This is an optimization exercise on Yosys and OpenROAD, whose aim is small area, a short achievable clock period and few clock cycles per item, not a production implementation. In this exercise RTL edits were held to simulation tests only and were not proved equivalent to the original.

[design/flow/run.sh]
#!/bin/bash
# synth_recipe.tcl (not shown) runs the flow's synth.tcl, then flattens the netlist and writes it again
# the make line also repeats each setting of config.mk as NAME=value (left out here)
make -C /OpenROAD-flow-scripts/flow DESIGN_CONFIG=/design/flow/config.mk WORK_HOME=/design/flow/orfs CLKGATE_MAP_FILE= SYNTH_SCRIPT=/design/flow/synth_recipe.tcl finish
[design/flow/config.mk]
export PLATFORM = sky130hd
export DESIGN_NAME = rational_arithmetic_unit
export DESIGN_NICKNAME = rational_arithmetic_unit
export VERILOG_FILES = /design/flow/design.v
export SDC_FILE = /design/flow/constraint.sdc
export NUM_CORES = 4
export LEC_CHECK = 0
export CAP_MARGIN = 20
export CORE_MARGIN = 2
export CORE_UTILIZATION = 40
export SLEW_MARGIN = 20
[design/flow/constraint.sdc]
create_clock -name core_clock -period 13.0 [get_ports {clk}]
set_input_delay 2.6000 -clock core_clock [delete_from_list [all_inputs] [get_ports {clk}]]
set_output_delay 2.6000 -clock core_clock [all_outputs]
set_load 0.01 [all_outputs]
[design/flow/design.v]
`default_nettype none
package rau_pkg;
	localparam int DW = 64;
	localparam logic [2:0] OP_ADD = 3'd0;
	localparam logic [2:0] OP_SUB = 3'd1;
	localparam logic [2:0] OP_MUL = 3'd2;
	localparam logic [2:0] OP_DIV = 3'd3;
	localparam logic [2:0] OP_NEG = 3'd4;
	localparam logic [2:0] OP_ABS = 3'd5;
	localparam logic [1:0] ST_OK       = 2'd0;
	localparam logic [1:0] ST_DIVZERO  = 2'd1;
	localparam logic [1:0] ST_OVERFLOW = 2'd2;
	typedef struct packed {
		logic load;
		logic mul_x;
		logic mul_y;
		logic mul_d;
		logic comb;
		logic gcd_init;
		logic gcd_step;
		logic div_init;
		logic div_step;
		logic emit;
	} cmd_t;
	typedef struct packed {
		logic early;
		logic mag_zero;
		logic gcd_done;
		logic div_done;
		logic out_free;
	} sts_t;
endpackage
`default_nettype wire
`default_nettype none
module rau_ctrl (
	input  wire          clk,
	input  wire          arst_n,
	input  wire          s_valid,
	output logic         s_ready,
	input  wire  [125:0] s_data,
	input  wire  [2:0]   s_op,
	input  wire          take,
	output logic         full,
	output logic [62:0]  n_mag,
	output logic [61:0]  d_val,
	output logic         n_neg,
	output logic         n_zero,
	output logic         early,
	output logic [1:0]   early_st
);
	localparam logic [1:0] F_IDLE = 2'd0, F_RUN = 2'd1, F_FIX = 2'd2, F_FULL = 2'd3;
	logic [125:0] cap_q;
	logic [2:0]   op_q;
	logic         cap_v;
	always_ff @(posedge clk) begin
		cap_q <= s_data;
		op_q  <= s_op;
	end
	wire [31:0] an = cap_q[31:0];
	wire [30:0] ad = cap_q[62:32];
	wire [31:0] bn = cap_q[94:63];
	wire [30:0] bd = cap_q[125:95];
	logic       sp;
	logic [1:0] sp_st;
	always_comb begin
		sp = 1'b0;
		sp_st = 2'd0;
		if (op_q > 3'd5) begin
			sp = 1'b1;
		end else if (ad == '0) begin
			sp = 1'b1;
			sp_st = 2'd1;
		end else if (!op_q[2] && bd == '0) begin
			sp = 1'b1;
			sp_st = 2'd1;
		end else if (op_q == 3'd3 && bn == '0) begin
			sp = 1'b1;
			sp_st = 2'd1;
		end
	end
	wire op01 = (op_q[2:1] == 2'b00);
	wire op45 = op_q[2];
	logic [31:0] qa, qc;
	logic        fa, fb, fc;
	always_comb begin
		qa = {1'b0, bd};
		qc = {1'b0, bd};
		if (op45) begin
			qa = 32'd1;
			qc = 32'd1;
		end else if (op_q[1:0] == 2'd2) begin
			qa = bn;
		end else if (op_q[1:0] == 2'd3) begin
			qc = bn;
		end
		fa = 1'b0;
		if (!op01) fa = an[31] ^ ((op_q == 3'd2) && bn[31]);
		fb = (op_q[1:0] == 2'd1);
		fc = (op_q == 3'd3) && bn[31];
	end
	logic [1:0] st_q, st_d;
	logic [3:0] cnt_q, cnt_d;
	logic       tr_d;
	logic       sp_q;
	logic [1:0] spst_q;
	logic       sgn_q, op01_q;
	logic [63:0] n_q;
	logic [61:0] d_q;
	wire fixneg = (st_q == F_FIX) && op01_q && n_q[63];
	wire start = cap_v && ((st_q == F_IDLE) || (st_q == F_FULL && take));
	always_comb begin
		st_d = st_q;
		cnt_d = cnt_q;
		case (st_q)
			F_IDLE: ;
			F_RUN: begin
				cnt_d = cnt_q - 4'd1;
				if (cnt_q == 4'd0) st_d = F_FIX;
			end
			F_FIX: st_d = F_FULL;
			default: if (take) st_d = F_IDLE;
		endcase
		if (start) begin
			st_d = F_RUN;
			cnt_d = (op45 || sp) ? 4'd0 : 4'd15;
		end
		tr_d = (st_d == F_RUN) && (cnt_d == 4'd0);
	end
	always_ff @(posedge clk or negedge arst_n) begin
		if (!arst_n) begin
			st_q    <= F_IDLE;
			cap_v   <= 1'b0;
			s_ready <= 1'b0;
		end else begin
			st_q    <= st_d;
			cap_v   <= s_valid && !s_ready;
			s_ready <= tr_d;
		end
	end
	function automatic logic [2:0] bsel(input logic [31:0] q, input logic [3:0] j, input logic f);
		logic [32:0] qe;
		logic [2:0]  w;
		logic        ng, one, two;
		qe = {q, 1'b0};
		w = qe[2*j +: 3];
		one = w[1] ^ w[0];
		two = (w == 3'b011) || (w == 3'b100);
		ng = w[2] && !(w[1] && w[0]);
		bsel = {ng ^ f, two, one};
	endfunction
	logic [2:0] da_q, db_q, dc_q;
	wire load_dig = (st_d == F_RUN);
	always_ff @(posedge clk) begin
		cnt_q <= cnt_d;
		if (load_dig) begin
			da_q <= bsel(qa, cnt_d, fa);
			db_q <= op01 ? bsel({1'b0, ad}, cnt_d, fb) : 3'b000;
			dc_q <= bsel(qc, cnt_d, fc);
		end else begin
			da_q <= 3'b000;
			db_q <= 3'b000;
			dc_q <= 3'b000;
		end
		if (start) begin
			sp_q   <= sp;
			spst_q <= sp_st;
			op01_q <= op01;
			sgn_q  <= (op_q[2:1] == 2'b01) ? (an[31] ^ bn[31]) :
			          (op_q == 3'd4) ? !an[31] : 1'b0;
		end else if (fixneg) begin
			sgn_q <= 1'b1;
		end
	end
	function automatic logic [33:0] bpp(input logic [31:0] mc, input logic [2:0] d);
		logic [33:0] m;
		m = d[0] ? {{2{mc[31]}}, mc} : d[1] ? {mc[31], mc, 1'b0} : 34'd0;
		bpp = d[2] ? ~m : m;
	endfunction
	wire [33:0] ppa = bpp(an, da_q);
	wire [33:0] ppb = bpp(bn, db_q);
	wire [33:0] ppc = bpp({1'b0, ad}, dc_q);
	wire [63:0] nbase = (st_q == F_FIX) ? ~n_q : (start ? 64'd0 : {n_q[61:0], 2'b00});
	wire [61:0] dbase = start ? 62'd0 : {d_q[59:0], 2'b00};
	wire [63:0] n_sum = nbase + {{30{ppa[33]}}, ppa} + {{30{ppb[33]}}, ppb}
	                    + {63'd0, da_q[2] | fixneg} + {63'd0, db_q[2]};
	wire [61:0] d_sum = dbase + {{28{ppc[33]}}, ppc} + {61'd0, dc_q[2]};
	always_ff @(posedge clk) begin
		if (start || st_q == F_RUN) begin
			n_q <= n_sum;
			d_q <= d_sum;
		end else if (fixneg) begin
			n_q <= n_sum;
		end
	end
	assign full     = (st_q == F_FULL);
	assign n_mag    = n_q[62:0];
	assign d_val    = d_q;
	assign n_neg    = sgn_q;
	assign n_zero   = (n_q == '0);
	assign early    = sp_q;
	assign early_st = spst_q;
endmodule
`default_nettype wire
`default_nettype none
module rau_datapath (
	input  wire         clk,
	input  wire         arst_n,
	input  wire         full,
	output logic        take,
	input  wire  [62:0] n_mag,
	input  wire  [61:0] d_val,
	input  wire         n_neg,
	input  wire         n_zero,
	input  wire         early,
	input  wire  [1:0]  early_st,
	output logic        out_valid,
	input  wire         out_ready,
	output logic [31:0] out_r_num,
	output logic [30:0] out_r_den,
	output logic [1:0]  out_status
);
	logic [62:0] u_q, v_q;
	logic [31:0] m11, m21, m12, m22;
	logic        run_q, done_q;
	logic [1:0]  sts_q;
	assign take = full && (!done_q || out_ready) && !run_q;
	wire        u0 = u_q[0];
	wire        v0 = v_q[0];
	wire [63:0] d1 = {1'b0, u_q} - {1'b0, v_q};
	wire [62:0] d2 = v_q - u_q;
	wire        ge = !d1[63];
	wire        eq = (u_q == v_q);
	wire [62:0] shin = !u0 ? u_q : (ge ? d1[62:0] : d2);
	wire [3:1]  lo   = !u0 ? u_q[3:1] : d1[3:1];
	logic [1:0] sh;
	always_comb begin
		if (lo[1])      sh = 2'd0;
		else if (lo[2]) sh = 2'd1;
		else if (lo[3]) sh = 2'd2;
		else            sh = 2'd3;
	end
	wire [62:0] sh1 = {1'b0, shin[62:1]};
	wire [62:0] u_sh = sh1 >> sh;
	wire [31:0] t1 = (!u0 || ge) ? m11 : m12;
	wire [31:0] t2 = (!u0 || ge) ? m21 : m22;
	function automatic logic shl_ovf(input logic [31:0] t, input logic [1:0] k);
		case (k)
			2'd0: shl_ovf = (t[31:30] != {2{t[31]}});
			2'd1: shl_ovf = (t[31:29] != {3{t[31]}});
			2'd2: shl_ovf = (t[31:28] != {4{t[31]}});
			default: shl_ovf = (t[31:27] != {5{t[31]}});
		endcase
	endfunction
	wire [31:0] c1n = (t1 << 1) << sh;
	wire [31:0] c2n = (t2 << 1) << sh;
	wire [32:0] s1 = {m11[31], m11} + {m12[31], m12};
	wire [32:0] s2 = {m21[31], m21} + {m22[31], m22};
	wire ovf_c1 = shl_ovf(t1, sh) || shl_ovf(t2, sh);
	wire ovf_c2 = (s1[32] != s1[31]) || (s2[32] != s2[31]);
	always_ff @(posedge clk or negedge arst_n) begin
		if (!arst_n) begin
			run_q  <= 1'b0;
			done_q <= 1'b0;
		end else begin
			if (take) begin
				run_q  <= !early && !n_zero;
				done_q <= early || n_zero;
			end else if (run_q) begin
				if (u0 && v0 && (eq || ovf_c2 || ovf_c1)) begin
					run_q  <= 1'b0;
					done_q <= 1'b1;
				end else if (!u0 && v0 && ovf_c1) begin
					run_q  <= 1'b0;
					done_q <= 1'b1;
				end
			end else if (out_ready) begin
				done_q <= 1'b0;
			end
		end
	end
	always_ff @(posedge clk) begin
		if (take) begin
			u_q   <= n_mag;
			v_q   <= {1'b0, d_val};
			m11   <= n_neg ? 32'hffff_ffff : 32'd1;
			m21   <= 32'd0;
			m12   <= 32'd0;
			m22   <= 32'd1;
			sts_q <= early ? early_st : 2'd0;
		end else if (run_q) begin
			if (!u0 && !v0) begin
				u_q <= {1'b0, u_q[62:1]};
				v_q <= {1'b0, v_q[62:1]};
			end else if (u0 && !v0) begin
				u_q <= v_q;
				v_q <= u_q;
				m11 <= m12;
				m21 <= m22;
				m12 <= m11;
				m22 <= m21;
			end else if (!u0) begin
				u_q <= u_sh;
				m11 <= c1n;
				m21 <= c2n;
				if (ovf_c1) begin
					m12   <= 32'd0;
					m22   <= 32'd1;
					sts_q <= 2'd2;
				end
			end else begin
				u_q <= u_sh;
				if (!ge) v_q <= u_q;
				m11 <= c1n;
				m21 <= c2n;
				if (ovf_c2 || (ovf_c1 && !eq)) begin
					m12   <= 32'd0;
					m22   <= 32'd1;
					sts_q <= 2'd2;
				end else begin
					m12 <= s1[31:0];
					m22 <= s2[31:0];
				end
			end
		end
	end
	assign out_valid  = done_q;
	assign out_r_num  = m12;
	assign out_r_den  = m22[30:0];
	assign out_status = sts_q;
endmodule
`default_nettype wire
`default_nettype none
module rational_arithmetic_unit
#(
	parameter int WIDTH = 32
) (
	input  wire          clk,
	input  wire          arst_n,
	input  wire          s_axis_tvalid,
	output logic         s_axis_tready,
	input  wire  [127:0] s_axis_tdata,   
	input  wire  [2:0]   s_axis_tuser,   
	output logic         m_axis_tvalid,
	input  wire          m_axis_tready,
	output logic [63:0]  m_axis_tdata,   
	output logic [1:0]   m_axis_tuser    
);
	logic        full, take, n_neg, n_zero, early;
	logic [1:0]  early_st;
	logic [62:0] n_mag;
	logic [61:0] d_val;
	logic [31:0] r_num;
	logic [30:0] r_den;
	rau_ctrl u_ctrl (
		.clk      (clk),
		.arst_n   (arst_n),
		.s_valid  (s_axis_tvalid),
		.s_ready  (s_axis_tready),
		.s_data   (s_axis_tdata[125:0]),
		.s_op     (s_axis_tuser),
		.take     (take),
		.full     (full),
		.n_mag    (n_mag),
		.d_val    (d_val),
		.n_neg    (n_neg),
		.n_zero   (n_zero),
		.early    (early),
		.early_st (early_st)
	);
	rau_datapath u_dp (
		.clk        (clk),
		.arst_n     (arst_n),
		.full       (full),
		.take       (take),
		.n_mag      (n_mag),
		.d_val      (d_val),
		.n_neg      (n_neg),
		.n_zero     (n_zero),
		.early      (early),
		.early_st   (early_st),
		.out_valid  (m_axis_tvalid),
		.out_ready  (m_axis_tready),
		.out_r_num  (r_num),
		.out_r_den  (r_den),
		.out_status (m_axis_tuser)
	);
	assign m_axis_tdata = {1'b0, r_den, r_num};
endmodule
`default_nettype wire
==> results.cfg <==
[synth]
post-synth-top-area-cell = edfxtp_1
synth_area_leaders = edfxtp_1, dfxtp_1, ha_1
synth_flop_cell = edfxtp_1
synth_edf_count = 289
synthesis.area_um2 = 48500
syn_nets = 6655
yosys-top-cells-count = nand2_1, o21ai_0, nor2_1
syn_area_per_cell_um2 = 7.92
yosysMostFrequentCell = nand2_1
synth_cells = 6130
synth_cell_types = 95
synth_seq_cells = 534
yosysWarnings = 2
ys_seq_area_frac = 0.281
synth_top_area_share = 0.179
async_reset_ff_frac = 0.0112

[global_routing]
grtUsageMet2 = 0.432
grt_use_met3 = 0.0461
grt_max_degree = 92
antenna_found_initial = 4
busiest_layer = met2
grt_pass1_vias = 44100
met1_usage = 0.350
grt_pass1_wl_mm = 264
grt_overflow = 0
grt_util_all_layers = 0.267

[final_layout]
fillCellCount = 12100
drive_gt1_frac = 0.0471
final_cells = 7701
multi_input_area_um2 = 32500
antenna_cells = 0
nets = 6559
syn_to_final_growth_pct = 10.6
seq_area_um2 = 13600
final_util = 0.447

[sta]
slew_viol_final = 0
period_minus_slack_ps = 9160
hold_viol = 0
tightest_slew_ps = 1220
setup_tns_ps = 0
whs_ps = 428
setup_viol = 0
skew_ps = 39.6
max_slew_margin = 0.172
rsz0062_at_grt = no
timing.final.crit_share = 0.705
timing.fmax_mhz = 109

[setup_path]
arrival_ps = 9600
crit_type = in -> reg
critPathLaunchType = input pin
required_ps = 13440
cp_max_fo = 68
cp-end-kind = register

[clock_tree]
clkLatencyLatePin_ps = 700
htreeDepth = 3
clock-sinks = 534
clk_pin_slew_ps = 60
cts_tree = done
ctsRootBufferMaster = clkbuf_16
cts_made_buffers = 70
cts-resized-gates = 0
hold_buffers = 0
cts_buffer_depth = 3
post_cts_buffers = 0

[place]
gp_congestion = 1.01
io_buffers = 199
hpwl_mm = 127
dp.cells = 7573

[die]
row_count = 127
die_height_um = 352
top_level_ports = 203
die_w_um = 352
design.die.area_um2 = 124000
start_util = 0.404
coreArea_um2 = 120000

[hold_path]
hold_path_class = reg -> reg

[drt]
drt-total-wl_mm = 173
vias = 46700
drtIter0Drc = 4736
first_pass_iters = 8
antenna_left = 0
drc = 0
wl_per_cell_um = 22.4
via_per_inst = 6.06

[outcome]
status = complete, no violations

[run]
cap_violations = 0
## routing by layer
layer  share of wire  vias up
met3           0.072      369
met4           0.047        2
met1            0.43    22300
met5        0.000075        -
met2            0.45     1901
li1                -    22100
## metrics by stage
step | cell area, um2 | worst slack [ps]
after CTS | 53600 | 3970
after floorplan | 48500 | 4610
after global routing | 53700 | 3310
final | 53700 | 3840
after detailed placement | 51400 | 3290
after global placement | 51400 | 3390
## worst max-delay path: stages
cell	delay (ps)
clkdlybuf4s50_1	500
nor2b_1	80
o31ai_1	430
nand3_4	700
buf_4	630
nand3_1	180
o21ai_0	120
fa_1	460
ha_1	400
a21o_1	200
a21o_1	180
a2111oi_0	470
o21bai_1	140
a221oi_1	570
a2111oi_0	340
o21ai_0	410
a21oi_1	160
o32ai_1	510
o21ai_0	160
a21oi_1	230
xnor2_1	90
## cells in the final DEF, fill, tap and decap left out, types with 58 or more instances in the layout
cell type / synthesis / layout
buf_4: 34 / 60
nor4_1: 60 / 60
nor3_1: 69 / 68
a31oi_1: 71 / 71
nand4_1: 76 / 76
o21bai_1: 59 / 59
mux2i_1: 167 / 167
clkbuf_16: 0 / 73
xor2_1: 109 / 109
a21oi_1: 559 / 559
a21o_1: 169 / 169
a211oi_1: 58 / 58
inv_1: 220 / 219
ha_1: 322 / 320
dfxtp_1: 239 / 235
nor2_1: 586 / 576
o21ai_0: 590 / 588
clkdlybuf4s50_1: 0 / 199
and2_1: 93 / 93
nand2_1: 665 / 661
edfxtp_1: 289 / 289
fa_1: 68 / 68
nand3_1: 235 / 233
a22oi_1: 73 / 73
a221oi_1: 102 / 102
xnor2_1: 233 / 231
## final cells by class
cell class | count | area share
Multi-Input combinational cell | 4943 | 0.605
Sequential cell | 534 | 0.254
Timing Repair Buffer | 261 | 0.0463
Tap cell | 1612 | 0.0376
Clock buffer | 99 | 0.0366
Inverter | 224 | 0.0158
Clock inverter | 28 | 0.00545
## cells by family (layout without fill, tap and decap cells)
logic type / Yosys count / in the layout / share of synthesized area
AOI/OAI and AO/OA: 2031 / 2031 / 0.262
and+or+nand+nor: 1976 / 1976 / 0.183
buffers and inverters: 653 / 612 / 0.0549
DFF: 534 / 534 / 0.281
adders and majority gates: 390 / 390 / 0.111
xor gates and xnor gates: 342 / 342 / 0.0617
muxes: 203 / 203 / 0.0467
other: 1 / 1 / 0.0000773
## final timing paths
kind	start	endpoint	slack (ps)	depth (start not counted)
setup / recovery	m_axis_tready	u_ctrl.n_q[56]$_DFFE_PP_	3840	21
hold / removal	u_ctrl.s_ready$_DFF_PN0_	u_ctrl.cap_v$_DFF_PN0_	430	1
setup reg to reg	u_dp.run_q$_DFF_PN0_	u_ctrl.n_q[56]$_DFFE_PP_	5600	19
hold reg to reg	u_ctrl.s_ready$_DFF_PN0_	u_ctrl.cap_v$_DFF_PN0_	430	1
max in group asynchronous	arst_n	u_ctrl.s_ready$_DFF_PN0_	10590	1
min in group asynchronous	arst_n	u_ctrl.st_q[0]$_DFF_PN0_	2170	1
## state kept, by name, summed over array words and instances, names as in the netlist, 4 cells and up
register / flops
u_ctrl.cap_q: 126
u_ctrl.n_q: 64
u_dp.u_q: 63
u_dp.v_q: 63
u_ctrl.d_q: 62
u_dp.m11: 32
u_dp.m12: 32
u_dp.m21: 32
u_dp.m22: 32
u_ctrl.cnt_q: 4
Testbench counts, summed over its fixed seeds: cycles 71,229, items 3,200.

## afterwards: timing with drivers on the ports
No port has a modelled driver above. Below, the same layout with a new extraction and two added sets of constraints.
Step 1 (the two cells are an assumption about what drives the block):
set clk [get_ports {clk}]
set_driving_cell -lib_cell sky130_fd_sc_hd__clkbuf_16 $clk
set_driving_cell -lib_cell sky130_fd_sc_hd__buf_2 [delete_from_list [all_inputs] $clk]
Step 2, shift: input delay + t, output delay - t, t = (earliest + latest rising clock arrival at the registers) / 2. This alone moves slack from input paths to output paths.
a / b / c = ideal / step 1 / step 2; a / b = the first two.
shift t [ns]: 0.756
setup slack, ns: 3.837 / 3.882 / 3.126
worst setup path after step 2: input to register
After both steps setup and hold are still met in this run. The setup slack of this run moves by +0.045 ns with the drivers and by -0.711 ns with both steps.
